Source: an optimization exercise on an open RTL-to-GDS flow (aim: small area and a short achievable clock period). Production flows keep margins and buffers that such runs may drop.
No run shown here included a check of the RTL's function; only the layout flow was run.

==> flow/design.v (outline; a module is shown in full before it is edited, if it fits) <==
// module pp_init_stage: 41 lines
// module am_fa: 11 lines
// module csa_row_stage: 1363 lines
// module cpa_stage: 272 lines
// module am_mult_top: 49 lines
module am_mult_top
(
  input  logic                      clk,
  input  logic                      arst_n,
  input  logic [am_pkg::OP_W-1:0]   a,
  input  logic [am_pkg::OP_W-1:0]   b,
  output logic [am_pkg::PROD_W-1:0] product
);
  // ...
==> flow/flow/run.sh <==
#!/bin/bash
set -euo pipefail
echo 'export BUFFER_PORTS_ARGS = -buffer_cell sky130_fd_sc_hd__buf_2' >> config.mk
bash standard.sh > standard.log 2>&1
==> flow/standard.sh <==
#!/bin/bash
# synth_recipe.tcl (not shown) runs the flow's synth.tcl, then flattens the netlist and writes it again
# the make line also repeats each setting of config.mk as NAME=value (left out here)
make -C /OpenROAD-flow-scripts/flow DESIGN_CONFIG=/design/flow/config.mk WORK_HOME=/design/flow/orfs CLKGATE_MAP_FILE= SYNTH_SCRIPT=/design/flow/synth_recipe.tcl "${@:-finish}"
==> flow/config.mk <==
export PLATFORM = sky130hd
export DESIGN_NAME = am_mult_top
export DESIGN_NICKNAME = am_mult_top
export VERILOG_FILES = /design/flow/design.v
export SDC_FILE = /design/flow/constraint.sdc
export NUM_CORES = 4
export LEC_CHECK = 0
export CAP_MARGIN = 20
export CORE_MARGIN = 2
export CORE_UTILIZATION = 40
export SLEW_MARGIN = 20
export SYNTH_HIERARCHICAL = 1
export SYNTH_MINIMUM_KEEP_SIZE = 0
export BUFFER_PORTS_ARGS = -buffer_cell sky130_fd_sc_hd__buf_2
==> flow/constraint.sdc <==
create_clock -name core_clock -period 9.5 [get_ports {clk}]
set_input_delay 1.9000 -clock core_clock [delete_from_list [all_inputs] [get_ports {clk}]]
set_output_delay 1.9000 -clock core_clock [all_outputs]
set_load 0.01 [all_outputs]
==> flow_summary.ini, run 1 <==
[logic_synthesis]
synth-adder-area-share = 0.252
yosysMostFrequentCell = dfxtp_1
synthCells = 2110
synth_area_per_cell_um2 = 11.5
netlist.area_leader.share = 0.311
netlist_top_cells_area = dfxtp_1 31%, fa_1 22%, xnor2_1 9.1%, a22oi_1 8.0%, dfrtp_1 5.4%

[setup_path]
critPathLaunch = tree_i.cs_q[18]
critPathSlowestCell = fa_1
launching_element_type_of_the_critical_path = flop
timing.critical_path.slowest_cell_delay_ns = 0.53

[cells_and_area]
fin_util = 0.442
registers.top_by_ff_count = tree_i.cs_q
clkbuf_count = 64
multi_input_area_share = 0.510
multi_input_combinational_cell_area_um2 = 13600

[clock_network]
clk_transition_reported_paths_ns = 0.06
cts_buffer_depth = 3

[sta]
final-max-slew-violation-count = 0
fin_skew_ns = 0.0168
finalCritPeriodShare = 0.437
setup_viol = 0
finalCriticalPeriod_ns = 4.15

[grt]
gr_layer_usage_met1 = 0.279

[place]
dpl-instance-area_um2 = 24900
gp_congestion = 0.866

[min_path]
min_delay_worst_endpoint = ops_i.a_r[53]
hold_path_depth = 0

[drt]
drt-vias-per-instance = 5.36
highest_layer = met4

[run]
maxCapViolCount = 0

[outcome]
run_status = complete, no violations
==> inputs of run 2 (changes only) <==
--- a/flow/design.v
+++ b/flow/design.v
@@ -1,13 +1,13 @@
 package am_pkg;
   localparam int OP_W = 24;
   localparam int PROD_W = 2 * OP_W;
   localparam int NDIG = 12;
-  localparam int CUT_W = 174;
+  localparam int CUT_W = 137;
 endpackage
 module pp_init_stage
 (
   input  logic                     clk,
   input  logic [am_pkg::OP_W-1:0]  a,
   input  logic [am_pkg::OP_W-1:0]  b,
   output logic [am_pkg::OP_W-1:0]  a_q,
   output logic [am_pkg::NDIG-1:0]  one_q,
@@ -818,26 +818,104 @@
   logic ts389;
   logic tc390;
   logic ts391;
   logic tc392;
   logic ts393;
   logic tc394;
   logic ts395;
   logic tc396;
-  logic ts397;
-  logic tc398;
-  logic ts399;
-  logic tc400;
+  logic th397;
+  logic tg398;
+  logic th399;
+  logic tg400;
   logic ts401;
   logic tc402;
   logic ts403;
   logic tc404;
   logic ts405;
   logic tc406;
+  logic ts407;
+  logic tc408;
+  logic ts409;
+  logic tc410;
+  logic ts411;
+  logic tc412;
+  logic ts413;
+  logic tc414;
+  logic ts415;
+  logic tc416;
+  logic ts417;
+  logic tc418;
+  logic ts419;
+  logic tc420;
+  logic ts421;
+  logic tc422;
+  logic ts423;
+  logic tc424;
+  logic ts425;
+  logic tc426;
+  logic ts427;
+  logic tc428;
+  logic ts429;
+  logic tc430;
+  logic ts431;
+  logic tc432;
+  logic ts433;
+  logic tc434;
+  logic ts435;
+  logic tc436;
+  logic ts437;
+  logic tc438;
+  logic ts439;
+  logic tc440;
+  logic ts441;
+  logic tc442;
+  logic ts443;
+  logic tc444;
+  logic ts445;
+  logic tc446;
+  logic ts447;
+  logic tc448;
+  logic ts449;
+  logic tc450;
+  logic ts451;
+  logic tc452;
+  logic ts453;
+  logic tc454;
+  logic ts455;
+  logic tc456;
+  logic ts457;
+  logic tc458;
+  logic ts459;
+  logic tc460;
+  logic ts461;
+  logic tc462;
+  logic ts463;
+  logic tc464;
+  logic ts465;
+  logic tc466;
+  logic ts467;
+  logic tc468;
+  logic ts469;
+  logic tc470;
+  logic ts471;
+  logic tc472;
+  logic ts473;
+  logic tc474;
+  logic ts475;
+  logic tc476;
+  logic ts477;
+  logic tc478;
+  logic ts479;
+  logic tc480;
+  logic ts481;
+  logic tc482;
+  logic ts483;
+  logic tc484;
   assign pp_0_0 = ~(((one[0] & a[0])) ^ neg[0]);
   assign pp_0_1 = ~(((one[0] & a[1]) | (two[0] & a[0])) ^ neg[0]);
   assign pp_0_2 = ~(((one[0] & a[2]) | (two[0] & a[1])) ^ neg[0]);
   assign pp_0_3 = ~(((one[0] & a[3]) | (two[0] & a[2])) ^ neg[0]);
   assign pp_0_4 = ~(((one[0] & a[4]) | (two[0] & a[3])) ^ neg[0]);
   assign pp_0_5 = ~(((one[0] & a[5]) | (two[0] & a[4])) ^ neg[0]);
   assign pp_0_6 = ~(((one[0] & a[6]) | (two[0] & a[5])) ^ neg[0]);
   assign pp_0_7 = ~(((one[0] & a[7]) | (two[0] & a[6])) ^ neg[0]);
@@ -1404,22 +1482,63 @@
   am_fa fa_ts381 (.x(pp_10_19), .y(pp_11_17), .z(pp_8_23), .s(ts381), .c(tc382));
   am_fa fa_ts383 (.x(pp_9_21), .y(ts251), .z(tc250), .s(ts383), .c(tc384));
   am_fa fa_ts385 (.x(k_40), .y(pp_10_20), .z(pp_11_18), .s(ts385), .c(tc386));
   am_fa fa_ts387 (.x(pp_8_24), .y(pp_9_22), .z(tc252), .s(ts387), .c(tc388));
   am_fa fa_ts389 (.x(ns_8), .y(pp_12_16), .z(pp_12_17), .s(ts389), .c(tc390));
   am_fa fa_ts391 (.x(pp_10_21), .y(pp_11_19), .z(pp_9_23), .s(ts391), .c(tc392));
   am_fa fa_ts393 (.x(k_42), .y(pp_10_22), .z(pp_11_20), .s(ts393), .c(tc394));
   am_fa fa_ts395 (.x(ns_9), .y(pp_12_18), .z(pp_12_19), .s(ts395), .c(tc396));
-  am_fa fa_ts397 (.x(ng_1), .y(pp_0_2), .z(pp_1_0), .s(ts397), .c(tc398));
-  am_fa fa_ts399 (.x(ng_2), .y(pp_0_4), .z(pp_1_2), .s(ts399), .c(tc400));
-  am_fa fa_ts401 (.x(ns_10), .y(pp_12_20), .z(pp_12_21), .s(ts401), .c(tc402));
-  am_fa fa_ts403 (.x(k_46), .y(pp_11_24), .z(tc402), .s(ts403), .c(tc404));
-  am_fa fa_ts405 (.x(ns_11), .y(pp_12_22), .z(pp_12_23), .s(ts405), .c(tc406));
-  assign cs = {ts405, tc404, ts403, ts401, pp_11_23, tc396, pp_11_22, pp_10_24, k_44, ts395, tc394, pp_11_21, pp_10_23, ts393, tc392, tc390, pp_9_24, ts391, ts389, tc388, tc386, ts387, ts385, tc384, tc382, ts383, ts381, tc380, tc378, ts379, ts377, tc376, tc374, ts375, ts373, tc372, tc370, ts371, ts369, tc368, tc366, ts367, ts365, tc364, tc362, ts363, ts361, tc360, tc358, ts359, ts357, tc356, tc354, ts355, ts353, tc352, tc350, ts351, ts349, tc348, tc346, ts347, ts345, tc344, tc342, ts343, ts341, tc340, tc338, ts339, ts337, tc336, tc334, ts335, ts333, tc332, tc330, ts331, ts329, tc328, tc326, ts327, ts325, tc324, tc322, ts323, ts321, tc320, tc318, ts319, ts317, tc316, tc314, ts315, ts313, tc312, tc310, ts311, ts309, tc308, tc306, ts307, ts305, tc304, tc302, ts303, ts301, tc300, tc298, ts299, ts297, tc296, tc294, ts295, ts293, tc292, tc290, ts291, ts289, tc288, tc286, ts287, ts285, tc284, tc282, ts283, ts281, tc280, tc278, ts279, ts277, tc276, tc274, ts275, ts273, tc272, tc270, ts271, ts269, tc268, tc266, ts267, ts265, tg264, tc262, th263, ts261, tg260, tc258, th259, ts257, tg256, pp_4_0, th255, tg254, pp_3_1, pp_2_3, th253, pp_3_0, pp_2_2, pp_1_4, tc400, pp_2_1, pp_1_3, pp_0_5, ts399, pp_2_0, tc398, pp_1_1, pp_0_3, ts397, pp_0_1, pp_0_0, ng_0};
+  assign th397 = ~(ng_2 ^ pp_0_4);
+  assign tg398 = ng_2 | pp_0_4;
+  assign th399 = ~(pp_0_5 ^ pp_1_3);
+  assign tg400 = pp_0_5 | pp_1_3;
+  am_fa fa_ts401 (.x(pp_1_4), .y(pp_2_2), .z(pp_3_0), .s(ts401), .c(tc402));
+  am_fa fa_ts403 (.x(pp_2_3), .y(pp_3_1), .z(tg254), .s(ts403), .c(tc404));
+  am_fa fa_ts405 (.x(pp_4_0), .y(tg256), .z(th259), .s(ts405), .c(tc406));
+  am_fa fa_ts407 (.x(tg260), .y(th263), .z(tc258), .s(ts407), .c(tc408));
+  am_fa fa_ts409 (.x(tg264), .y(tc262), .z(ts265), .s(ts409), .c(tc410));
+  am_fa fa_ts411 (.x(tc266), .y(ts269), .z(tc268), .s(ts411), .c(tc412));
+  am_fa fa_ts413 (.x(tc270), .y(ts273), .z(tc272), .s(ts413), .c(tc414));
+  am_fa fa_ts415 (.x(tc274), .y(ts277), .z(tc276), .s(ts415), .c(tc416));
+  am_fa fa_ts417 (.x(tc278), .y(ts281), .z(tc280), .s(ts417), .c(tc418));
+  am_fa fa_ts419 (.x(tc282), .y(tc284), .z(ts285), .s(ts419), .c(tc420));
+  am_fa fa_ts421 (.x(tc286), .y(tc288), .z(ts289), .s(ts421), .c(tc422));
+  am_fa fa_ts423 (.x(tc290), .y(ts293), .z(tc292), .s(ts423), .c(tc424));
+  am_fa fa_ts425 (.x(tc294), .y(ts297), .z(tc296), .s(ts425), .c(tc426));
+  am_fa fa_ts427 (.x(tc298), .y(ts301), .z(tc300), .s(ts427), .c(tc428));
+  am_fa fa_ts429 (.x(tc302), .y(ts305), .z(tc304), .s(ts429), .c(tc430));
+  am_fa fa_ts431 (.x(tc306), .y(ts309), .z(tc308), .s(ts431), .c(tc432));
+  am_fa fa_ts433 (.x(tc310), .y(ts313), .z(tc312), .s(ts433), .c(tc434));
+  am_fa fa_ts435 (.x(tc314), .y(ts317), .z(tc316), .s(ts435), .c(tc436));
+  am_fa fa_ts437 (.x(tc318), .y(ts321), .z(tc320), .s(ts437), .c(tc438));
+  am_fa fa_ts439 (.x(tc322), .y(ts325), .z(tc324), .s(ts439), .c(tc440));
+  am_fa fa_ts441 (.x(tc326), .y(ts329), .z(tc328), .s(ts441), .c(tc442));
+  am_fa fa_ts443 (.x(tc330), .y(ts333), .z(tc332), .s(ts443), .c(tc444));
+  am_fa fa_ts445 (.x(tc334), .y(ts337), .z(tc336), .s(ts445), .c(tc446));
+  am_fa fa_ts447 (.x(tc338), .y(ts341), .z(tc340), .s(ts447), .c(tc448));
+  am_fa fa_ts449 (.x(tc342), .y(ts345), .z(tc344), .s(ts449), .c(tc450));
+  am_fa fa_ts451 (.x(ts349), .y(tc346), .z(tc348), .s(ts451), .c(tc452));
+  am_fa fa_ts453 (.x(ts353), .y(tc350), .z(tc352), .s(ts453), .c(tc454));
+  am_fa fa_ts455 (.x(tc354), .y(ts357), .z(ts359), .s(ts455), .c(tc456));
+  am_fa fa_ts457 (.x(tc358), .y(ts361), .z(tc360), .s(ts457), .c(tc458));
+  am_fa fa_ts459 (.x(tc362), .y(ts365), .z(ts367), .s(ts459), .c(tc460));
+  am_fa fa_ts461 (.x(tc366), .y(ts369), .z(ts371), .s(ts461), .c(tc462));
+  am_fa fa_ts463 (.x(ts373), .y(tc370), .z(tc372), .s(ts463), .c(tc464));
+  am_fa fa_ts465 (.x(ts377), .y(tc374), .z(tc376), .s(ts465), .c(tc466));
+  am_fa fa_ts467 (.x(tc378), .y(ts381), .z(tc380), .s(ts467), .c(tc468));
+  am_fa fa_ts469 (.x(tc382), .y(ts385), .z(ts387), .s(ts469), .c(tc470));
+  am_fa fa_ts471 (.x(ts389), .y(tc386), .z(ts391), .s(ts471), .c(tc472));
+  am_fa fa_ts473 (.x(pp_9_24), .y(tc390), .z(tc392), .s(ts473), .c(tc474));
+  am_fa fa_ts475 (.x(pp_10_23), .y(pp_11_21), .z(ts395), .s(ts475), .c(tc476));
+  am_fa fa_ts477 (.x(k_44), .y(pp_10_24), .z(pp_11_22), .s(ts477), .c(tc478));
+  am_fa fa_ts479 (.x(ns_10), .y(pp_12_20), .z(pp_12_21), .s(ts479), .c(tc480));
+  am_fa fa_ts481 (.x(ng_1), .y(pp_0_2), .z(pp_1_0), .s(ts481), .c(tc482));
+  am_fa fa_ts483 (.x(ns_11), .y(pp_12_22), .z(pp_12_23), .s(ts483), .c(tc484));
+  assign cs = {ts483, tc480, pp_11_24, k_46, ts479, tc478, pp_11_23, ts477, tc476, tc396, ts475, tc474, tc394, ts473, tc472, ts393, ts471, tc470, tc388, ts469, tc468, tc384, ts467, tc466, ts383, ts465, tc464, ts379, ts463, tc462, ts375, ts461, tc460, tc368, ts459, tc458, tc364, ts457, tc456, ts363, ts455, tc454, tc356, ts453, tc452, ts355, ts451, tc450, ts351, ts449, tc448, ts347, ts447, tc446, ts343, ts445, tc444, ts339, ts443, tc442, ts335, ts441, tc440, ts331, ts439, tc438, ts327, ts437, tc436, ts323, ts435, tc434, ts319, ts433, tc432, ts315, ts431, tc430, ts311, ts429, tc428, ts307, ts427, tc426, ts303, ts425, tc424, ts299, ts423, tc422, ts295, ts421, tc420, ts291, ts419, tc418, ts287, ts417, tc416, ts283, ts415, tc414, ts279, ts413, tc412, ts275, ts411, tc410, ts271, ts409, tc408, ts267, ts407, tc406, ts261, ts405, tc404, ts257, ts403, tc402, th255, ts401, tg400, th253, th399, tg398, pp_2_1, th397, pp_2_0, pp_1_2, tc482, pp_1_1, pp_0_3, ts481, pp_0_1, pp_0_0, ng_0};
   always_ff @(posedge clk) begin
     cs_q <= cs;
   end
 endmodule
 module cpa_stage
 (
   input  logic                      clk,
   input  logic                      arst_n,
@@ -1504,195 +1623,594 @@
   logic us73;
   logic uc74;
   logic us75;
   logic uc76;
   logic us77;
   logic uc78;
   logic us79;
   logic uc80;
-  logic uh81;
-  logic ug82;
-  logic uh83;
-  logic ug84;
+  logic us81;
+  logic uc82;
+  logic us83;
+  logic uc84;
   logic us85;
   logic uc86;
   logic us87;
   logic uc88;
-  logic us89;
-  logic uc90;
-  logic us91;
-  logic uc92;
-  logic us93;
-  logic uc94;
-  logic us95;
-  logic uc96;
-  logic us97;
-  logic uc98;
-  logic us99;
-  logic uc100;
-  logic us101;
-  logic uc102;
-  logic us103;
-  logic uc104;
-  logic us105;
-  logic uc106;
-  logic us107;
-  logic uc108;
-  logic us109;
-  logic uc110;
-  logic us111;
-  logic uc112;
-  logic us113;
-  logic uc114;
-  logic us115;
-  logic uc116;
-  logic us117;
-  logic uc118;
-  logic us119;
-  logic uc120;
-  logic us121;
-  logic uc122;
-  logic us123;
-  logic uc124;
-  logic us125;
-  logic uc126;
-  logic us127;
-  logic uc128;
-  logic us129;
-  logic uc130;
-  logic us131;
-  logic uc132;
-  logic us133;
-  logic uc134;
-  logic us135;
-  logic uc136;
-  logic us137;
-  logic uc138;
-  logic us139;
-  logic uc140;
-  logic us141;
-  logic uc142;
-  logic us143;
-  logic uc144;
-  logic us145;
-  logic uc146;
-  logic us147;
-  logic uc148;
-  logic us149;
-  logic uc150;
-  logic us151;
-  logic uc152;
-  logic us153;
-  logic uc154;
-  logic us155;
-  logic uc156;
-  logic us157;
-  logic uc158;
-  logic us159;
-  logic uc160;
-  logic us161;
-  logic uc162;
-  logic us163;
-  logic uc164;
-  logic us165;
-  logic uc166;
-  assign uh1 = ~(cs[10] ^ cs[11]);
-  assign ug2 = cs[10] | cs[11];
-  am_fa fa_us3 (.x(cs[13]), .y(cs[14]), .z(cs[15]), .s(us3), .c(uc4));
-  am_fa fa_us5 (.x(cs[17]), .y(cs[18]), .z(cs[19]), .s(us5), .c(uc6));
-  am_fa fa_us7 (.x(cs[21]), .y(cs[22]), .z(cs[23]), .s(us7), .c(uc8));
-  am_fa fa_us9 (.x(cs[25]), .y(cs[26]), .z(cs[27]), .s(us9), .c(uc10));
-  am_fa fa_us11 (.x(cs[29]), .y(cs[30]), .z(cs[31]), .s(us11), .c(uc12));
-  am_fa fa_us13 (.x(cs[33]), .y(cs[34]), .z(cs[35]), .s(us13), .c(uc14));
-  am_fa fa_us15 (.x(cs[37]), .y(cs[38]), .z(cs[39]), .s(us15), .c(uc16));
-  am_fa fa_us17 (.x(cs[41]), .y(cs[42]), .z(cs[43]), .s(us17), .c(uc18));
-  am_fa fa_us19 (.x(cs[45]), .y(cs[46]), .z(cs[47]), .s(us19), .c(uc20));
-  am_fa fa_us21 (.x(cs[49]), .y(cs[50]), .z(cs[51]), .s(us21), .c(uc22));
-  am_fa fa_us23 (.x(cs[53]), .y(cs[54]), .z(cs[55]), .s(us23), .c(uc24));
-  am_fa fa_us25 (.x(cs[57]), .y(cs[58]), .z(cs[59]), .s(us25), .c(uc26));
-  am_fa fa_us27 (.x(cs[61]), .y(cs[62]), .z(cs[63]), .s(us27), .c(uc28));
-  am_fa fa_us29 (.x(cs[65]), .y(cs[66]), .z(cs[67]), .s(us29), .c(uc30));
-  am_fa fa_us31 (.x(cs[69]), .y(cs[70]), .z(cs[71]), .s(us31), .c(uc32));
-  am_fa fa_us33 (.x(cs[73]), .y(cs[74]), .z(cs[75]), .s(us33), .c(uc34));
-  am_fa fa_us35 (.x(cs[77]), .y(cs[78]), .z(cs[79]), .s(us35), .c(uc36));
-  am_fa fa_us37 (.x(cs[81]), .y(cs[82]), .z(cs[83]), .s(us37), .c(uc38));
-  am_fa fa_us39 (.x(cs[85]), .y(cs[86]), .z(cs[87]), .s(us39), .c(uc40));
-  am_fa fa_us41 (.x(cs[89]), .y(cs[90]), .z(cs[91]), .s(us41), .c(uc42));
-  am_fa fa_us43 (.x(cs[93]), .y(cs[94]), .z(cs[95]), .s(us43), .c(uc44));
-  am_fa fa_us45 (.x(cs[100]), .y(cs[97]), .z(cs[98]), .s(us45), .c(uc46));
-  am_fa fa_us47 (.x(cs[101]), .y(cs[102]), .z(cs[103]), .s(us47), .c(uc48));
-  am_fa fa_us49 (.x(cs[105]), .y(cs[106]), .z(cs[107]), .s(us49), .c(uc50));
-  am_fa fa_us51 (.x(cs[109]), .y(cs[110]), .z(cs[111]), .s(us51), .c(uc52));
-  am_fa fa_us53 (.x(cs[113]), .y(cs[114]), .z(cs[115]), .s(us53), .c(uc54));
-  am_fa fa_us55 (.x(cs[117]), .y(cs[118]), .z(cs[119]), .s(us55), .c(uc56));
-  am_fa fa_us57 (.x(cs[121]), .y(cs[122]), .z(cs[123]), .s(us57), .c(uc58));
-  am_fa fa_us59 (.x(cs[125]), .y(cs[126]), .z(cs[127]), .s(us59), .c(uc60));
-  am_fa fa_us61 (.x(cs[129]), .y(cs[130]), .z(cs[131]), .s(us61), .c(uc62));
-  am_fa fa_us63 (.x(cs[133]), .y(cs[134]), .z(cs[135]), .s(us63), .c(uc64));
-  am_fa fa_us65 (.x(cs[137]), .y(cs[138]), .z(cs[139]), .s(us65), .c(uc66));
-  am_fa fa_us67 (.x(cs[141]), .y(cs[142]), .z(cs[143]), .s(us67), .c(uc68));
-  am_fa fa_us69 (.x(cs[145]), .y(cs[146]), .z(cs[147]), .s(us69), .c(uc70));
-  am_fa fa_us71 (.x(cs[149]), .y(cs[150]), .z(cs[151]), .s(us71), .c(uc72));
-  am_fa fa_us73 (.x(cs[153]), .y(cs[154]), .z(cs[155]), .s(us73), .c(uc74));
-  am_fa fa_us75 (.x(cs[157]), .y(cs[158]), .z(cs[159]), .s(us75), .c(uc76));
-  am_fa fa_us77 (.x(cs[161]), .y(cs[162]), .z(cs[163]), .s(us77), .c(uc78));
-  am_fa fa_us79 (.x(cs[165]), .y(cs[166]), .z(cs[167]), .s(us79), .c(uc80));
-  assign uh81 = ~(cs[4] ^ cs[5]);
-  assign ug82 = cs[4] | cs[5];
-  assign uh83 = ~(cs[7] ^ cs[8]);
-  assign ug84 = cs[7] | cs[8];
-  am_fa fa_us85 (.x(cs[12]), .y(cs[9]), .z(uh1), .s(us85), .c(uc86));
-  am_fa fa_us87 (.x(cs[16]), .y(ug2), .z(us3), .s(us87), .c(uc88));
-  am_fa fa_us89 (.x(cs[20]), .y(uc4), .z(us5), .s(us89), .c(uc90));
-  am_fa fa_us91 (.x(cs[24]), .y(uc6), .z(us7), .s(us91), .c(uc92));
-  am_fa fa_us93 (.x(cs[28]), .y(uc8), .z(us9), .s(us93), .c(uc94));
-  am_fa fa_us95 (.x(cs[32]), .y(uc10), .z(us11), .s(us95), .c(uc96));
-  am_fa fa_us97 (.x(cs[36]), .y(uc12), .z(us13), .s(us97), .c(uc98));
-  am_fa fa_us99 (.x(cs[40]), .y(uc14), .z(us15), .s(us99), .c(uc100));
-  am_fa fa_us101 (.x(cs[44]), .y(uc16), .z(us17), .s(us101), .c(uc102));
-  am_fa fa_us103 (.x(cs[48]), .y(uc18), .z(us19), .s(us103), .c(uc104));
-  am_fa fa_us105 (.x(cs[52]), .y(uc20), .z(us21), .s(us105), .c(uc106));
-  am_fa fa_us107 (.x(cs[56]), .y(uc22), .z(us23), .s(us107), .c(uc108));
-  am_fa fa_us109 (.x(cs[60]), .y(uc24), .z(us25), .s(us109), .c(uc110));
-  am_fa fa_us111 (.x(cs[64]), .y(uc26), .z(us27), .s(us111), .c(uc112));
-  am_fa fa_us113 (.x(cs[68]), .y(uc28), .z(us29), .s(us113), .c(uc114));
-  am_fa fa_us115 (.x(cs[72]), .y(uc30), .z(us31), .s(us115), .c(uc116));
-  am_fa fa_us117 (.x(cs[76]), .y(uc32), .z(us33), .s(us117), .c(uc118));
-  am_fa fa_us119 (.x(cs[80]), .y(uc34), .z(us35), .s(us119), .c(uc120));
-  am_fa fa_us121 (.x(cs[84]), .y(uc36), .z(us37), .s(us121), .c(uc122));
-  am_fa fa_us123 (.x(cs[88]), .y(uc38), .z(us39), .s(us123), .c(uc124));
-  am_fa fa_us125 (.x(cs[92]), .y(uc40), .z(us41), .s(us125), .c(uc126));
-  am_fa fa_us127 (.x(cs[96]), .y(uc42), .z(us43), .s(us127), .c(uc128));
-  am_fa fa_us129 (.x(cs[99]), .y(uc44), .z(us45), .s(us129), .c(uc130));
-  am_fa fa_us131 (.x(cs[104]), .y(uc46), .z(us47), .s(us131), .c(uc132));
-  am_fa fa_us133 (.x(cs[108]), .y(uc48), .z(us49), .s(us133), .c(uc134));
-  am_fa fa_us135 (.x(cs[112]), .y(uc50), .z(us51), .s(us135), .c(uc136));
-  am_fa fa_us137 (.x(cs[116]), .y(uc52), .z(us53), .s(us137), .c(uc138));
-  am_fa fa_us139 (.x(cs[120]), .y(uc54), .z(us55), .s(us139), .c(uc140));
-  am_fa fa_us141 (.x(cs[124]), .y(uc56), .z(us57), .s(us141), .c(uc142));
-  am_fa fa_us143 (.x(cs[128]), .y(uc58), .z(us59), .s(us143), .c(uc144));
-  am_fa fa_us145 (.x(cs[132]), .y(uc60), .z(us61), .s(us145), .c(uc146));
-  am_fa fa_us147 (.x(cs[136]), .y(uc62), .z(us63), .s(us147), .c(uc148));
-  am_fa fa_us149 (.x(cs[140]), .y(uc64), .z(us65), .s(us149), .c(uc150));
-  am_fa fa_us151 (.x(cs[144]), .y(uc66), .z(us67), .s(us151), .c(uc152));
-  am_fa fa_us153 (.x(cs[148]), .y(uc68), .z(us69), .s(us153), .c(uc154));
-  am_fa fa_us155 (.x(cs[152]), .y(uc70), .z(us71), .s(us155), .c(uc156));
-  am_fa fa_us157 (.x(cs[156]), .y(uc72), .z(us73), .s(us157), .c(uc158));
-  am_fa fa_us159 (.x(cs[160]), .y(uc74), .z(us75), .s(us159), .c(uc160));
-  am_fa fa_us161 (.x(cs[164]), .y(uc76), .z(us77), .s(us161), .c(uc162));
-  am_fa fa_us163 (.x(cs[168]), .y(uc78), .z(us79), .s(us163), .c(uc164));
-  am_fa fa_us165 (.x(cs[169]), .y(cs[170]), .z(uc80), .s(us165), .c(uc166));
-  assign x = ~{cs[172], cs[171], uc164, uc162, uc160, uc158, uc156, uc154, uc152, uc150, uc148, uc146, uc144, uc142, uc140, uc138, uc136, uc134, uc132, uc130, uc128, uc126, uc124, uc122, uc120, uc118, uc116, uc114, uc112, uc110, uc108, uc106, uc104, uc102, uc100, uc98, uc96, uc94, uc92, uc90, uc88, uc86, ug84, ug82, cs[6], cs[3], cs[2], cs[0]};
-  assign y = ~{cs[173], uc166, us165, us163, us161, us159, us157, us155, us153, us151, us149, us147, us145, us143, us141, us139, us137, us135, us133, us131, us129, us127, us125, us123, us121, us119, us117, us115, us113, us111, us109, us107, us105, us103, us101, us99, us97, us95, us93, us91, us89, us87, us85, uh83, uh81, 1'b1, 1'b1, cs[1]};
+  logic [am_pkg::PROD_W-1:0] p, g, t, cy, sum;
+  logic pg89;
+  logic pp90;
+  logic pg91;
+  logic pp92;
+  logic pg93;
+  logic pp94;
+  logic pg95;
+  logic pp96;
+  logic pg97;
+  logic pp98;
+  logic pg99;
+  logic pp100;
+  logic pg101;
+  logic pp102;
+  logic pg103;
+  logic pp104;
+  logic pg105;
+  logic pp106;
+  logic pg107;
+  logic pp108;
+  logic pg109;
+  logic pp110;
+  logic pg111;
+  logic pp112;
+  logic pg113;
+  logic pp114;
+  logic pg115;
+  logic pp116;
+  logic pg117;
+  logic pp118;
+  logic pg119;
+  logic pp120;
+  logic pg121;
+  logic pp122;
+  logic pg123;
+  logic pp124;
+  logic pg125;
+  logic pp126;
+  logic pg127;
+  logic pp128;
+  logic pg129;
+  logic pp130;
+  logic pg131;
+  logic pp132;
+  logic pg133;
+  logic pp134;
+  logic pg135;
+  logic pp136;
+  logic pg137;
+  logic pp138;
+  logic pg139;
+  logic pp140;
+  logic pg141;
+  logic pp142;
+  logic pg143;
+  logic pp144;
+  logic pg145;
+  logic pp146;
+  logic pg147;
+  logic pp148;
+  logic pg149;
+  logic pp150;
+  logic pg151;
+  logic pp152;
+  logic pg153;
+  logic pp154;
+  logic pg155;
+  logic pp156;
+  logic pg157;
+  logic pp158;
+  logic pg159;
+  logic pp160;
+  logic pg161;
+  logic pp162;
+  logic pg163;
+  logic pp164;
+  logic pg165;
+  logic pp166;
+  logic pg167;
+  logic pp168;
+  logic pg169;
+  logic pp170;
+  logic pg171;
+  logic pp172;
+  logic pg173;
+  logic pp174;
+  logic pg175;
+  logic pp176;
+  logic pg177;
+  logic pp178;
+  logic pg179;
+  logic pp180;
+  logic pg181;
+  logic pp182;
+  logic pg183;
+  logic pp184;
+  logic pg185;
+  logic pp186;
+  logic pg187;
+  logic pp188;
+  logic pg189;
+  logic pp190;
+  logic pg191;
+  logic pp192;
+  logic pg193;
+  logic pp194;
+  logic pg195;
+  logic pp196;
+  logic pg197;
+  logic pp198;
+  logic pg199;
+  logic pp200;
+  logic pg201;
+  logic pp202;
+  logic pg203;
+  logic pp204;
+  logic pg205;
+  logic pp206;
+  logic pg207;
+  logic pp208;
+  logic pg209;
+  logic pp210;
+  logic pg211;
+  logic pp212;
+  logic pg213;
+  logic pp214;
+  logic pg215;
+  logic pp216;
+  logic pg217;
+  logic pp218;
+  logic pg219;
+  logic pp220;
+  logic pg221;
+  logic pp222;
+  logic pg223;
+  logic pp224;
+  logic pg225;
+  logic pp226;
+  logic pg227;
+  logic pp228;
+  logic pg229;
+  logic pp230;
+  logic pg231;
+  logic pp232;
+  logic pg233;
+  logic pp234;
+  logic pg235;
+  logic pp236;
+  logic pg237;
+  logic pp238;
+  logic pg239;
+  logic pp240;
+  logic pg241;
+  logic pp242;
+  logic pg243;
+  logic pp244;
+  logic pg245;
+  logic pp246;
+  logic pg247;
+  logic pp248;
+  logic pg249;
+  logic pp250;
+  logic pg251;
+  logic pp252;
+  logic pg253;
+  logic pp254;
+  logic pg255;
+  logic pp256;
+  logic pg257;
+  logic pp258;
+  logic pg259;
+  logic pp260;
+  logic pg261;
+  logic pp262;
+  logic pg263;
+  logic pp264;
+  logic pg265;
+  logic pp266;
+  logic pg267;
+  logic pp268;
+  logic pg269;
+  logic pp270;
+  logic pg271;
+  logic pp272;
+  logic pg273;
+  logic pp274;
+  logic pg275;
+  logic pp276;
+  logic pg277;
+  logic pp278;
+  logic pg279;
+  logic pp280;
+  logic pg281;
+  logic pp282;
+  logic pg283;
+  logic pp284;
+  logic pg285;
+  logic pp286;
+  logic pg287;
+  logic pp288;
+  logic pg289;
+  logic pp290;
+  logic pg291;
+  logic pp292;
+  logic pg293;
+  logic pp294;
+  logic pg295;
+  logic pp296;
+  logic pg297;
+  logic pp298;
+  logic pg299;
+  logic pp300;
+  logic pg301;
+  logic pp302;
+  logic pg303;
+  logic pp304;
+  logic pg305;
+  logic pp306;
+  logic pg307;
+  logic pp308;
+  logic pg309;
+  logic pp310;
+  logic pg311;
+  logic pp312;
+  logic pg313;
+  logic pp314;
+  logic pg315;
+  logic pp316;
+  logic pg317;
+  logic pp318;
+  logic pg319;
+  logic pp320;
+  logic pg321;
+  logic pp322;
+  logic pg323;
+  logic pp324;
+  logic pg325;
+  logic pp326;
+  logic pg327;
+  logic pp328;
+  logic pg329;
+  logic pp330;
+  logic pg331;
+  logic pp332;
+  logic pg333;
+  logic pp334;
+  logic pg335;
+  logic pp336;
+  logic pg337;
+  logic pp338;
+  logic pg339;
+  logic pp340;
+  logic pg341;
+  logic pp342;
+  logic pg343;
+  logic pp344;
+  assign uh1 = ~(cs[4] ^ cs[5]);
+  assign ug2 = cs[4] | cs[5];
+  am_fa fa_us3 (.x(cs[7]), .y(cs[8]), .z(cs[9]), .s(us3), .c(uc4));
+  am_fa fa_us5 (.x(cs[10]), .y(cs[11]), .z(cs[12]), .s(us5), .c(uc6));
+  am_fa fa_us7 (.x(cs[13]), .y(cs[14]), .z(cs[15]), .s(us7), .c(uc8));
+  am_fa fa_us9 (.x(cs[16]), .y(cs[17]), .z(cs[18]), .s(us9), .c(uc10));
+  am_fa fa_us11 (.x(cs[19]), .y(cs[20]), .z(cs[21]), .s(us11), .c(uc12));
+  am_fa fa_us13 (.x(cs[22]), .y(cs[23]), .z(cs[24]), .s(us13), .c(uc14));
+  am_fa fa_us15 (.x(cs[25]), .y(cs[26]), .z(cs[27]), .s(us15), .c(uc16));
+  am_fa fa_us17 (.x(cs[28]), .y(cs[29]), .z(cs[30]), .s(us17), .c(uc18));
+  am_fa fa_us19 (.x(cs[31]), .y(cs[32]), .z(cs[33]), .s(us19), .c(uc20));
+  am_fa fa_us21 (.x(cs[34]), .y(cs[35]), .z(cs[36]), .s(us21), .c(uc22));
+  am_fa fa_us23 (.x(cs[37]), .y(cs[38]), .z(cs[39]), .s(us23), .c(uc24));
+  am_fa fa_us25 (.x(cs[40]), .y(cs[41]), .z(cs[42]), .s(us25), .c(uc26));
+  am_fa fa_us27 (.x(cs[43]), .y(cs[44]), .z(cs[45]), .s(us27), .c(uc28));
+  am_fa fa_us29 (.x(cs[46]), .y(cs[47]), .z(cs[48]), .s(us29), .c(uc30));
+  am_fa fa_us31 (.x(cs[49]), .y(cs[50]), .z(cs[51]), .s(us31), .c(uc32));
+  am_fa fa_us33 (.x(cs[52]), .y(cs[53]), .z(cs[54]), .s(us33), .c(uc34));
+  am_fa fa_us35 (.x(cs[55]), .y(cs[56]), .z(cs[57]), .s(us35), .c(uc36));
+  am_fa fa_us37 (.x(cs[58]), .y(cs[59]), .z(cs[60]), .s(us37), .c(uc38));
+  am_fa fa_us39 (.x(cs[61]), .y(cs[62]), .z(cs[63]), .s(us39), .c(uc40));
+  am_fa fa_us41 (.x(cs[64]), .y(cs[65]), .z(cs[66]), .s(us41), .c(uc42));
+  am_fa fa_us43 (.x(cs[67]), .y(cs[68]), .z(cs[69]), .s(us43), .c(uc44));
+  am_fa fa_us45 (.x(cs[70]), .y(cs[71]), .z(cs[72]), .s(us45), .c(uc46));
+  am_fa fa_us47 (.x(cs[73]), .y(cs[74]), .z(cs[75]), .s(us47), .c(uc48));
+  am_fa fa_us49 (.x(cs[76]), .y(cs[77]), .z(cs[78]), .s(us49), .c(uc50));
+  am_fa fa_us51 (.x(cs[79]), .y(cs[80]), .z(cs[81]), .s(us51), .c(uc52));
+  am_fa fa_us53 (.x(cs[82]), .y(cs[83]), .z(cs[84]), .s(us53), .c(uc54));
+  am_fa fa_us55 (.x(cs[85]), .y(cs[86]), .z(cs[87]), .s(us55), .c(uc56));
+  am_fa fa_us57 (.x(cs[88]), .y(cs[89]), .z(cs[90]), .s(us57), .c(uc58));
+  am_fa fa_us59 (.x(cs[91]), .y(cs[92]), .z(cs[93]), .s(us59), .c(uc60));
+  am_fa fa_us61 (.x(cs[94]), .y(cs[95]), .z(cs[96]), .s(us61), .c(uc62));
+  am_fa fa_us63 (.x(cs[97]), .y(cs[98]), .z(cs[99]), .s(us63), .c(uc64));
+  am_fa fa_us65 (.x(cs[100]), .y(cs[101]), .z(cs[102]), .s(us65), .c(uc66));
+  am_fa fa_us67 (.x(cs[103]), .y(cs[104]), .z(cs[105]), .s(us67), .c(uc68));
+  am_fa fa_us69 (.x(cs[106]), .y(cs[107]), .z(cs[108]), .s(us69), .c(uc70));
+  am_fa fa_us71 (.x(cs[109]), .y(cs[110]), .z(cs[111]), .s(us71), .c(uc72));
+  am_fa fa_us73 (.x(cs[112]), .y(cs[113]), .z(cs[114]), .s(us73), .c(uc74));
+  am_fa fa_us75 (.x(cs[115]), .y(cs[116]), .z(cs[117]), .s(us75), .c(uc76));
+  am_fa fa_us77 (.x(cs[118]), .y(cs[119]), .z(cs[120]), .s(us77), .c(uc78));
+  am_fa fa_us79 (.x(cs[121]), .y(cs[122]), .z(cs[123]), .s(us79), .c(uc80));
+  am_fa fa_us81 (.x(cs[124]), .y(cs[125]), .z(cs[126]), .s(us81), .c(uc82));
+  am_fa fa_us83 (.x(cs[127]), .y(cs[128]), .z(cs[129]), .s(us83), .c(uc84));
+  am_fa fa_us85 (.x(cs[130]), .y(cs[131]), .z(cs[132]), .s(us85), .c(uc86));
+  am_fa fa_us87 (.x(cs[133]), .y(cs[134]), .z(cs[135]), .s(us87), .c(uc88));
+  assign x = ~{cs[136], uc86, uc84, uc82, uc80, uc78, uc76, uc74, uc72, uc70, uc68, uc66, uc64, uc62, uc60, uc58, uc56, uc54, uc52, uc50, uc48, uc46, uc44, uc42, uc40, uc38, uc36, uc34, uc32, uc30, uc28, uc26, uc24, uc22, uc20, uc18, uc16, uc14, uc12, uc10, uc8, uc6, uc4, ug2, cs[6], cs[3], cs[2], cs[0]};
+  assign y = ~{uc88, us87, us85, us83, us81, us79, us77, us75, us73, us71, us69, us67, us65, us63, us61, us59, us57, us55, us53, us51, us49, us47, us45, us43, us41, us39, us37, us35, us33, us31, us29, us27, us25, us23, us21, us19, us17, us15, us13, us11, us9, us7, us5, us3, uh1, 1'b1, 1'b1, cs[1]};
+  assign p = x ^ y;
+  assign g = x & y;
+  assign t = '0;
+  assign pg89 = g[1] | (p[1] & g[0]);
+  assign pp90 = p[1] & p[0];
+  assign pg91 = g[3] | (p[3] & g[2]);
+  assign pp92 = p[3] & p[2];
+  assign pg93 = g[5] | (p[5] & g[4]);
+  assign pp94 = p[5] & p[4];
+  assign pg95 = g[7] | (p[7] & g[6]);
+  assign pp96 = p[7] & p[6];
+  assign pg97 = g[9] | (p[9] & g[8]);
+  assign pp98 = p[9] & p[8];
+  assign pg99 = g[11] | (p[11] & g[10]);
+  assign pp100 = p[11] & p[10];
+  assign pg101 = g[13] | (p[13] & g[12]);
+  assign pp102 = p[13] & p[12];
+  assign pg103 = g[15] | (p[15] & g[14]);
+  assign pp104 = p[15] & p[14];
+  assign pg105 = g[17] | (p[17] & g[16]);
+  assign pp106 = p[17] & p[16];
+  assign pg107 = g[19] | (p[19] & g[18]);
+  assign pp108 = p[19] & p[18];
+  assign pg109 = g[21] | (p[21] & g[20]);
+  assign pp110 = p[21] & p[20];
+  assign pg111 = g[23] | (p[23] & g[22]);
+  assign pp112 = p[23] & p[22];
+  assign pg113 = g[25] | (p[25] & g[24]);
+  assign pp114 = p[25] & p[24];
+  assign pg115 = g[27] | (p[27] & g[26]);
+  assign pp116 = p[27] & p[26];
+  assign pg117 = g[29] | (p[29] & g[28]);
+  assign pp118 = p[29] & p[28];
+  assign pg119 = g[31] | (p[31] & g[30]);
+  assign pp120 = p[31] & p[30];
+  assign pg121 = g[33] | (p[33] & g[32]);
+  assign pp122 = p[33] & p[32];
+  assign pg123 = g[35] | (p[35] & g[34]);
+  assign pp124 = p[35] & p[34];
+  assign pg125 = g[37] | (p[37] & g[36]);
+  assign pp126 = p[37] & p[36];
+  assign pg127 = g[39] | (p[39] & g[38]);
+  assign pp128 = p[39] & p[38];
+  assign pg129 = g[41] | (p[41] & g[40]);
+  assign pp130 = p[41] & p[40];
+  assign pg131 = g[43] | (p[43] & g[42]);
+  assign pp132 = p[43] & p[42];
+  assign pg133 = g[45] | (p[45] & g[44]);
+  assign pp134 = p[45] & p[44];
+  assign pg135 = g[47] | (p[47] & g[46]);
+  assign pp136 = p[47] & p[46];
+  assign pg137 = g[2] | (p[2] & pg89);
+  assign pp138 = p[2] & pp90;
+  assign pg139 = pg91 | (pp92 & pg89);
+  assign pp140 = pp92 & pp90;
+  assign pg141 = g[6] | (p[6] & pg93);
+  assign pp142 = p[6] & pp94;
+  assign pg143 = pg95 | (pp96 & pg93);
+  assign pp144 = pp96 & pp94;
+  assign pg145 = g[10] | (p[10] & pg97);
+  assign pp146 = p[10] & pp98;
+  assign pg147 = pg99 | (pp100 & pg97);
+  assign pp148 = pp100 & pp98;
+  assign pg149 = g[14] | (p[14] & pg101);
+  assign pp150 = p[14] & pp102;
+  assign pg151 = pg103 | (pp104 & pg101);
+  assign pp152 = pp104 & pp102;
+  assign pg153 = g[18] | (p[18] & pg105);
+  assign pp154 = p[18] & pp106;
+  assign pg155 = pg107 | (pp108 & pg105);
+  assign pp156 = pp108 & pp106;
+  assign pg157 = g[22] | (p[22] & pg109);
+  assign pp158 = p[22] & pp110;
+  assign pg159 = pg111 | (pp112 & pg109);
+  assign pp160 = pp112 & pp110;
+  assign pg161 = g[26] | (p[26] & pg113);
+  assign pp162 = p[26] & pp114;
+  assign pg163 = pg115 | (pp116 & pg113);
+  assign pp164 = pp116 & pp114;
+  assign pg165 = g[30] | (p[30] & pg117);
+  assign pp166 = p[30] & pp118;
+  assign pg167 = pg119 | (pp120 & pg117);
+  assign pp168 = pp120 & pp118;
+  assign pg169 = g[34] | (p[34] & pg121);
+  assign pp170 = p[34] & pp122;
+  assign pg171 = pg123 | (pp124 & pg121);
+  assign pp172 = pp124 & pp122;
+  assign pg173 = g[38] | (p[38] & pg125);
+  assign pp174 = p[38] & pp126;
+  assign pg175 = pg127 | (pp128 & pg125);
+  assign pp176 = pp128 & pp126;
+  assign pg177 = g[42] | (p[42] & pg129);
+  assign pp178 = p[42] & pp130;
+  assign pg179 = pg131 | (pp132 & pg129);
+  assign pp180 = pp132 & pp130;
+  assign pg181 = g[46] | (p[46] & pg133);
+  assign pp182 = p[46] & pp134;
+  assign pg183 = pg135 | (pp136 & pg133);
+  assign pp184 = pp136 & pp134;
+  assign pg185 = g[4] | (p[4] & pg139);
+  assign pp186 = p[4] & pp140;
+  assign pg187 = pg93 | (pp94 & pg139);
+  assign pp188 = pp94 & pp140;
+  assign pg189 = pg141 | (pp142 & pg139);
+  assign pp190 = pp142 & pp140;
+  assign pg191 = pg143 | (pp144 & pg139);
+  assign pp192 = pp144 & pp140;
+  assign pg193 = g[12] | (p[12] & pg147);
+  assign pp194 = p[12] & pp148;
+  assign pg195 = pg101 | (pp102 & pg147);
+  assign pp196 = pp102 & pp148;
+  assign pg197 = pg149 | (pp150 & pg147);
+  assign pp198 = pp150 & pp148;
+  assign pg199 = pg151 | (pp152 & pg147);
+  assign pp200 = pp152 & pp148;
+  assign pg201 = g[20] | (p[20] & pg155);
+  assign pp202 = p[20] & pp156;
+  assign pg203 = pg109 | (pp110 & pg155);
+  assign pp204 = pp110 & pp156;
+  assign pg205 = pg157 | (pp158 & pg155);
+  assign pp206 = pp158 & pp156;
+  assign pg207 = pg159 | (pp160 & pg155);
+  assign pp208 = pp160 & pp156;
+  assign pg209 = g[28] | (p[28] & pg163);
+  assign pp210 = p[28] & pp164;
+  assign pg211 = pg117 | (pp118 & pg163);
+  assign pp212 = pp118 & pp164;
+  assign pg213 = pg165 | (pp166 & pg163);
+  assign pp214 = pp166 & pp164;
+  assign pg215 = pg167 | (pp168 & pg163);
+  assign pp216 = pp168 & pp164;
+  assign pg217 = g[36] | (p[36] & pg171);
+  assign pp218 = p[36] & pp172;
+  assign pg219 = pg125 | (pp126 & pg171);
+  assign pp220 = pp126 & pp172;
+  assign pg221 = pg173 | (pp174 & pg171);
+  assign pp222 = pp174 & pp172;
+  assign pg223 = pg175 | (pp176 & pg171);
+  assign pp224 = pp176 & pp172;
+  assign pg225 = g[44] | (p[44] & pg179);
+  assign pp226 = p[44] & pp180;
+  assign pg227 = pg133 | (pp134 & pg179);
+  assign pp228 = pp134 & pp180;
+  assign pg229 = pg181 | (pp182 & pg179);
+  assign pp230 = pp182 & pp180;
+  assign pg231 = pg183 | (pp184 & pg179);
+  assign pp232 = pp184 & pp180;
+  assign pg233 = g[8] | (p[8] & pg191);
+  assign pp234 = p[8] & pp192;
+  assign pg235 = pg97 | (pp98 & pg191);
+  assign pp236 = pp98 & pp192;
+  assign pg237 = pg145 | (pp146 & pg191);
+  assign pp238 = pp146 & pp192;
+  assign pg239 = pg147 | (pp148 & pg191);
+  assign pp240 = pp148 & pp192;
+  assign pg241 = pg193 | (pp194 & pg191);
+  assign pp242 = pp194 & pp192;
+  assign pg243 = pg195 | (pp196 & pg191);
+  assign pp244 = pp196 & pp192;
+  assign pg245 = pg197 | (pp198 & pg191);
+  assign pp246 = pp198 & pp192;
+  assign pg247 = pg199 | (pp200 & pg191);
+  assign pp248 = pp200 & pp192;
+  assign pg249 = g[24] | (p[24] & pg207);
+  assign pp250 = p[24] & pp208;
+  assign pg251 = pg113 | (pp114 & pg207);
+  assign pp252 = pp114 & pp208;
+  assign pg253 = pg161 | (pp162 & pg207);
+  assign pp254 = pp162 & pp208;
+  assign pg255 = pg163 | (pp164 & pg207);
+  assign pp256 = pp164 & pp208;
+  assign pg257 = pg209 | (pp210 & pg207);
+  assign pp258 = pp210 & pp208;
+  assign pg259 = pg211 | (pp212 & pg207);
+  assign pp260 = pp212 & pp208;
+  assign pg261 = pg213 | (pp214 & pg207);
+  assign pp262 = pp214 & pp208;
+  assign pg263 = pg215 | (pp216 & pg207);
+  assign pp264 = pp216 & pp208;
+  assign pg265 = g[40] | (p[40] & pg223);
+  assign pp266 = p[40] & pp224;
+  assign pg267 = pg129 | (pp130 & pg223);
+  assign pp268 = pp130 & pp224;
+  assign pg269 = pg177 | (pp178 & pg223);
+  assign pp270 = pp178 & pp224;
+  assign pg271 = pg179 | (pp180 & pg223);
+  assign pp272 = pp180 & pp224;
+  assign pg273 = pg225 | (pp226 & pg223);
+  assign pp274 = pp226 & pp224;
+  assign pg275 = pg227 | (pp228 & pg223);
+  assign pp276 = pp228 & pp224;
+  assign pg277 = pg229 | (pp230 & pg223);
+  assign pp278 = pp230 & pp224;
+  assign pg279 = pg231 | (pp232 & pg223);
+  assign pp280 = pp232 & pp224;
+  assign pg281 = g[16] | (p[16] & pg247);
+  assign pp282 = p[16] & pp248;
+  assign pg283 = pg105 | (pp106 & pg247);
+  assign pp284 = pp106 & pp248;
+  assign pg285 = pg153 | (pp154 & pg247);
+  assign pp286 = pp154 & pp248;
+  assign pg287 = pg155 | (pp156 & pg247);
+  assign pp288 = pp156 & pp248;
+  assign pg289 = pg201 | (pp202 & pg247);
+  assign pp290 = pp202 & pp248;
+  assign pg291 = pg203 | (pp204 & pg247);
+  assign pp292 = pp204 & pp248;
+  assign pg293 = pg205 | (pp206 & pg247);
+  assign pp294 = pp206 & pp248;
+  assign pg295 = pg207 | (pp208 & pg247);
+  assign pp296 = pp208 & pp248;
+  assign pg297 = pg249 | (pp250 & pg247);
+  assign pp298 = pp250 & pp248;
+  assign pg299 = pg251 | (pp252 & pg247);
+  assign pp300 = pp252 & pp248;
+  assign pg301 = pg253 | (pp254 & pg247);
+  assign pp302 = pp254 & pp248;
+  assign pg303 = pg255 | (pp256 & pg247);
+  assign pp304 = pp256 & pp248;
+  assign pg305 = pg257 | (pp258 & pg247);
+  assign pp306 = pp258 & pp248;
+  assign pg307 = pg259 | (pp260 & pg247);
+  assign pp308 = pp260 & pp248;
+  assign pg309 = pg261 | (pp262 & pg247);
+  assign pp310 = pp262 & pp248;
+  assign pg311 = pg263 | (pp264 & pg247);
+  assign pp312 = pp264 & pp248;
+  assign pg313 = g[32] | (p[32] & pg311);
+  assign pp314 = p[32] & pp312;
+  assign pg315 = pg121 | (pp122 & pg311);
+  assign pp316 = pp122 & pp312;
+  assign pg317 = pg169 | (pp170 & pg311);
+  assign pp318 = pp170 & pp312;
+  assign pg319 = pg171 | (pp172 & pg311);
+  assign pp320 = pp172 & pp312;
+  assign pg321 = pg217 | (pp218 & pg311);
+  assign pp322 = pp218 & pp312;
+  assign pg323 = pg219 | (pp220 & pg311);
+  assign pp324 = pp220 & pp312;
+  assign pg325 = pg221 | (pp222 & pg311);
+  assign pp326 = pp222 & pp312;
+  assign pg327 = pg223 | (pp224 & pg311);
+  assign pp328 = pp224 & pp312;
+  assign pg329 = pg265 | (pp266 & pg311);
+  assign pp330 = pp266 & pp312;
+  assign pg331 = pg267 | (pp268 & pg311);
+  assign pp332 = pp268 & pp312;
+  assign pg333 = pg269 | (pp270 & pg311);
+  assign pp334 = pp270 & pp312;
+  assign pg335 = pg271 | (pp272 & pg311);
+  assign pp336 = pp272 & pp312;
+  assign pg337 = pg273 | (pp274 & pg311);
+  assign pp338 = pp274 & pp312;
+  assign pg339 = pg275 | (pp276 & pg311);
+  assign pp340 = pp276 & pp312;
+  assign pg341 = pg277 | (pp278 & pg311);
+  assign pp342 = pp278 & pp312;
+  assign pg343 = pg279 | (pp280 & pg311);
+  assign pp344 = pp280 & pp312;
+  assign cy = {pg343, pg341, pg339, pg337, pg335, pg333, pg331, pg329, pg327, pg325, pg323, pg321, pg319, pg317, pg315, pg313, pg311, pg309, pg307, pg305, pg303, pg301, pg299, pg297, pg295, pg293, pg291, pg289, pg287, pg285, pg283, pg281, pg247, pg245, pg243, pg241, pg239, pg237, pg235, pg233, pg191, pg189, pg187, pg185, pg139, pg137, pg89, g[0]};
+  assign sum = p ^ {cy[am_pkg::PROD_W-2:0], 1'b0};
   always_ff @(posedge clk or negedge arst_n) begin
     if (!arst_n) begin
       product <= '0;
     end else begin
-      product <= valid ? (x + y) : '0;
+      product <= valid ? sum : '0;
     end
   end
 endmodule
 module am_mult_top
 (
   input  logic                      clk,
   input  logic                      arst_n,
   input  logic [am_pkg::OP_W-1:0]   a,
==> flow/flow/run.sh (replaced) <==
#!/bin/bash
# The standard layout (standard.sh), with one change to how ORFS builds
# it: the ports are buffered with buf_2. buffer_ports otherwise picks a slow
# delay cell (clkdlybuf4s50), which then sits on every output path.
set -euo pipefail
echo 'export BUFFER_PORTS_ARGS = -buffer_cell sky130_fd_sc_hd__buf_2' >> config.mk
bash standard.sh > standard.log 2>&1
==> flow/config.mk (replaced) <==
export PLATFORM = sky130hd
export DESIGN_NAME = am_mult_top
export DESIGN_NICKNAME = am_mult_top
export VERILOG_FILES = /design/flow/design.v
export SDC_FILE = /design/flow/constraint.sdc
export NUM_CORES = 4
export LEC_CHECK = 0
export CAP_MARGIN = 20
export CORE_MARGIN = 2
export CORE_UTILIZATION = 65
export CTS_CLUSTER_DIAMETER = 120
export CTS_CLUSTER_SIZE = 22
export SLEW_MARGIN = 20
export SYNTH_HIERARCHICAL = 1
export SYNTH_MINIMUM_KEEP_SIZE = 0
export BUFFER_PORTS_ARGS = -buffer_cell sky130_fd_sc_hd__buf_2
==> run 2 against run 1 <==
  * Die area down 41%
  * Flip-flop and latch count fell by 37
  * Clock skew increased by 0.030 ns
  * Cell count down 18%
  * Sequential share of layout area increased by 0.61 points
  * Non-clock buffer count shrank 1
  * Critical endpoint is now tree_i.cs_q[69]
  * Highest routed layer unchanged
==> flow_summary.ini, run 2 <==
[logic_synthesis]
async_flop_share = 0.135
number_of_enable_type_register_cells_in_the_synthesized_netlist = 0
ys_warn_count = 10
ys.flop_type = dfxtp_1
netlist.area_leader.share = 0.293
synth_top_cells_by_count = 341 x dfxtp_1, 269 x fa_1, 230 x xnor2_1
yosys.cell_types.count = 66
yosysTopAreaCell = dfxtp_1
synth_fp_nets = 2346
mappedNetlistArea_um2 = 23300
yosysMostFrequentCell = dfxtp_1
synth_area_per_cell_um2 = 11.9
synthCells = 1959
synth_seq_area_share = 0.350
synth.ff_latch_count = 394
netlist_top_cells_area = dfxtp_1 29%, fa_1 23%, xnor2_1 8.7%, a22oi_1 7.2%, dfrtp_1 5.7%

[clock_network]
post_cts_resize_count = 0
cts_root_buf = clkbuf_16
clk_transition_reported_paths_ns = 0.09
tritoncts_clock_tree = done
htreeDepth = 1
clk-insertion-delay-late_ns = 0.57
cts.sinks = 394
cts_made_buffers = 21
cts_setup_buffers = 0
cts_buffer_depth = 3
ctsHoldBuffers = 0

[drt]
post_drt_wl_per_cell_um = 24.1
drt_first_pass_iters = 6
drt_wl_total_um = 58600
drc_errors = 0
route.vias.total = 14900
dr.first_iter.drc_count = 1528
ant_nets = 0
drt-vias-per-instance = 6.12

[cells_and_area]
design.final.nets = 2358
layout-area-overhead-vs-synth_pct = 2.90
fin_util = 0.677
final_cell_mix = 341 x dfxtp_1, 269 x fa_1, 230 x xnor2_1
multi_input_combinational_cell_area_um2 = 13200
commonest_non_fill_non_tap_cell_in_the_layout = dfxtp_1
ant_diodes = 0
total_area_of_sequential_cells_um2 = 8150
num-fill-cells = 2724
registers.top_by_ff_count = tree_i.cs_q
layout_top_registers = tree_i.cs_q: 137 flops, ops_i.a_r: 72 flops, ops_i.b_r: 72 flops
drive_above_1_share = 0.122
largest_register_ffs = 137

[grt]
antenna_found_initial = 0
globalRouteOverflowTotal = 0
grt.total_usage = 0.315
grt_max_degree = 54
grt_first_pass_wirelength_um = 90300
grt_pass1_vias = 15300

[setup_path]
launching_element_type_of_the_critical_path = flop
arrival_ns = 4.07
path_common_cell = fa_1
critPathSlowestCell = dfxtp_1
endpoint_required_time_on_the_critical_path_ns = 9.94
critPathCaptureType = flop
crit_chain = a22oi_1 > xnor2_1 > fa_1 > fa_1 > fa_1 > fa_1
timing.critical_path.slowest_cell_delay_ns = 0.87
crit_fanout = 24
path_class = flop to flop

[sta]
finalCriticalPeriod_ns = 3.62
relSlewSlack = 0.323
finalSetupTns_ns = 0
setup_viol = 0
finalCritPeriodShare = 0.381
worst_slew_pin_slew_ns = 1.01
final-max-slew-violation-count = 0
max_clock_freq_ghz = 0.276
hold_viol = 0
fin_skew_ns = 0.0470
rsz0062_at_grt = no

[place]
dp_hpwl_um = 38400
gp_congestion = 0.901
port_buffers = 97

[outcome]
run_status = complete, no violations

[floorplanning]
floorplan.initialDensity = 0.658
core_region_area_um2 = 35400
core.rowCount = 69
floorplan.io_pins = 98
design.die.area_um2 = 37400
die_w_um = 193
die_h_um = 193

[min_path]
hold_path_class = flop to flop

[run]
maxCapViolCount = 0
run 2: changes by cell type in the layout (fill, tap and decap cells not counted), sizes merged, moves of 11 or more:
cell	before	now
clkbuf	64	27
dfxtp	378	341
a21oi	52	25
xnor2	252	230
nor2	55	34
a21o	26	11
nand2	81	69
o21ai	33	21
clkinv	11	0
run 2: path summary, 6_finish.rpt:
path,start,end,slack [ns],cells after the start
max in group asynchronous,arst_n,cpa_i.product[23],7.62,2
min reg2reg,ops_i.a_r[62],ops_i.a_q[14],0.29,0
max reg2reg,ops_i.one_q[6],tree_i.cs_q[69],5.88,6
min,ops_i.a_r[62],ops_i.a_q[14],0.29,0
min in group asynchronous,arst_n,valid[0],1.45,2
max,ops_i.one_q[6],tree_i.cs_q[69],5.88,6
run 2: final cells by class:
type,instances,area share
Clock buffer,27,0.0233
Inverter,164,0.0258
Multi-Input combinational cell,1240,0.550
Sequential cell,394,0.340
Tap cell,461,0.0241
Timing Repair Buffer,150,0.0369
run 2: per-stage QoR:
step           setup WS [ns]  std cells  hold slack (ns)  cell area (um2)
2_1_floorplan           6.48       1959            0.310            23300
6_report                5.88       2436            0.292            24000
5_1_grt                 5.78       2436            0.302            24000
3_5_place_dp            5.91       2409            0.312            23400
4_1_cts                 5.93       2436            0.304            24000
3_3_place_gp            6.03       2409            0.310            23400
run 2: worst max-delay path, delay by kind of cell (launching register included):
kind                     cells  cell delay [ns]
adder cells (fa/ha/maj)      4             2.00
XOR/XNOR                     1             0.41
flip-flops                   1             0.87
AO/OA/AOI/OAI                1             0.22
run 2: kinds of logic after synthesis:
logic type / count (synthesis) / share of synthesized area
compound gates: 372 / 0.129
xor+xnor: 336 / 0.126
fa+ha+maj: 337 / 0.268
buf+inv: 325 / 0.0843
flops: 394 / 0.350
mux: 6 / 0.00258
other cells: 1 / 0.000161
simple gates: 188 / 0.0402
run 2: metal layers:
layer	vias up	global-route usage	wire length, um
met4	0	0.113	2040
met5	-	0	0
met2	962	0.460	25000
met3	168	0.0912	7680
li1	6432	-	-
met1	7345	0.451	23900
run 2: per-module statistics from Yosys, one instance, submodules excluded:
module	flip-flops and latches	area [um2]
am_fa	0	20.0
am_mult_top	5	129
cpa_stage	48	3780
csa_row_stage	137	9670
pp_init_stage	204	4400

==> separate check: timing with driven ports <==
The results above use ideal ports. As a check the final layouts listed here were re-extracted and re-timed, cells and wires unchanged.
Step 1 sets driving cells, clkbuf_16 on the clock port and buf_2 on the other inputs (assumed; they add their load-dependent delay and slew).
Step 2 adds t to the input delays and takes it off the output delays; t is the mean of the earliest and latest rising clock arrival at the registers after step 1. Input paths then give back, and output paths get back, about the clock's delay inside the block.
Slacks: ideal / step 1 / step 2; pairs: ideal / step 1.
run | shift t [ns] | slack for setup (ns) | worst setup path at the end | clock arrival spread, ns | pins driven straight from the clock port
run 1 | 0.627 | 5.351 / 5.351 / 5.351 | register to register | 0.018 / 0.018 | 1
run 2 | 0.597 | 5.878 / 5.878 / 5.878 | register to register | 0.050 / 0.049 | 1
After both steps every run listed still meets setup and hold.
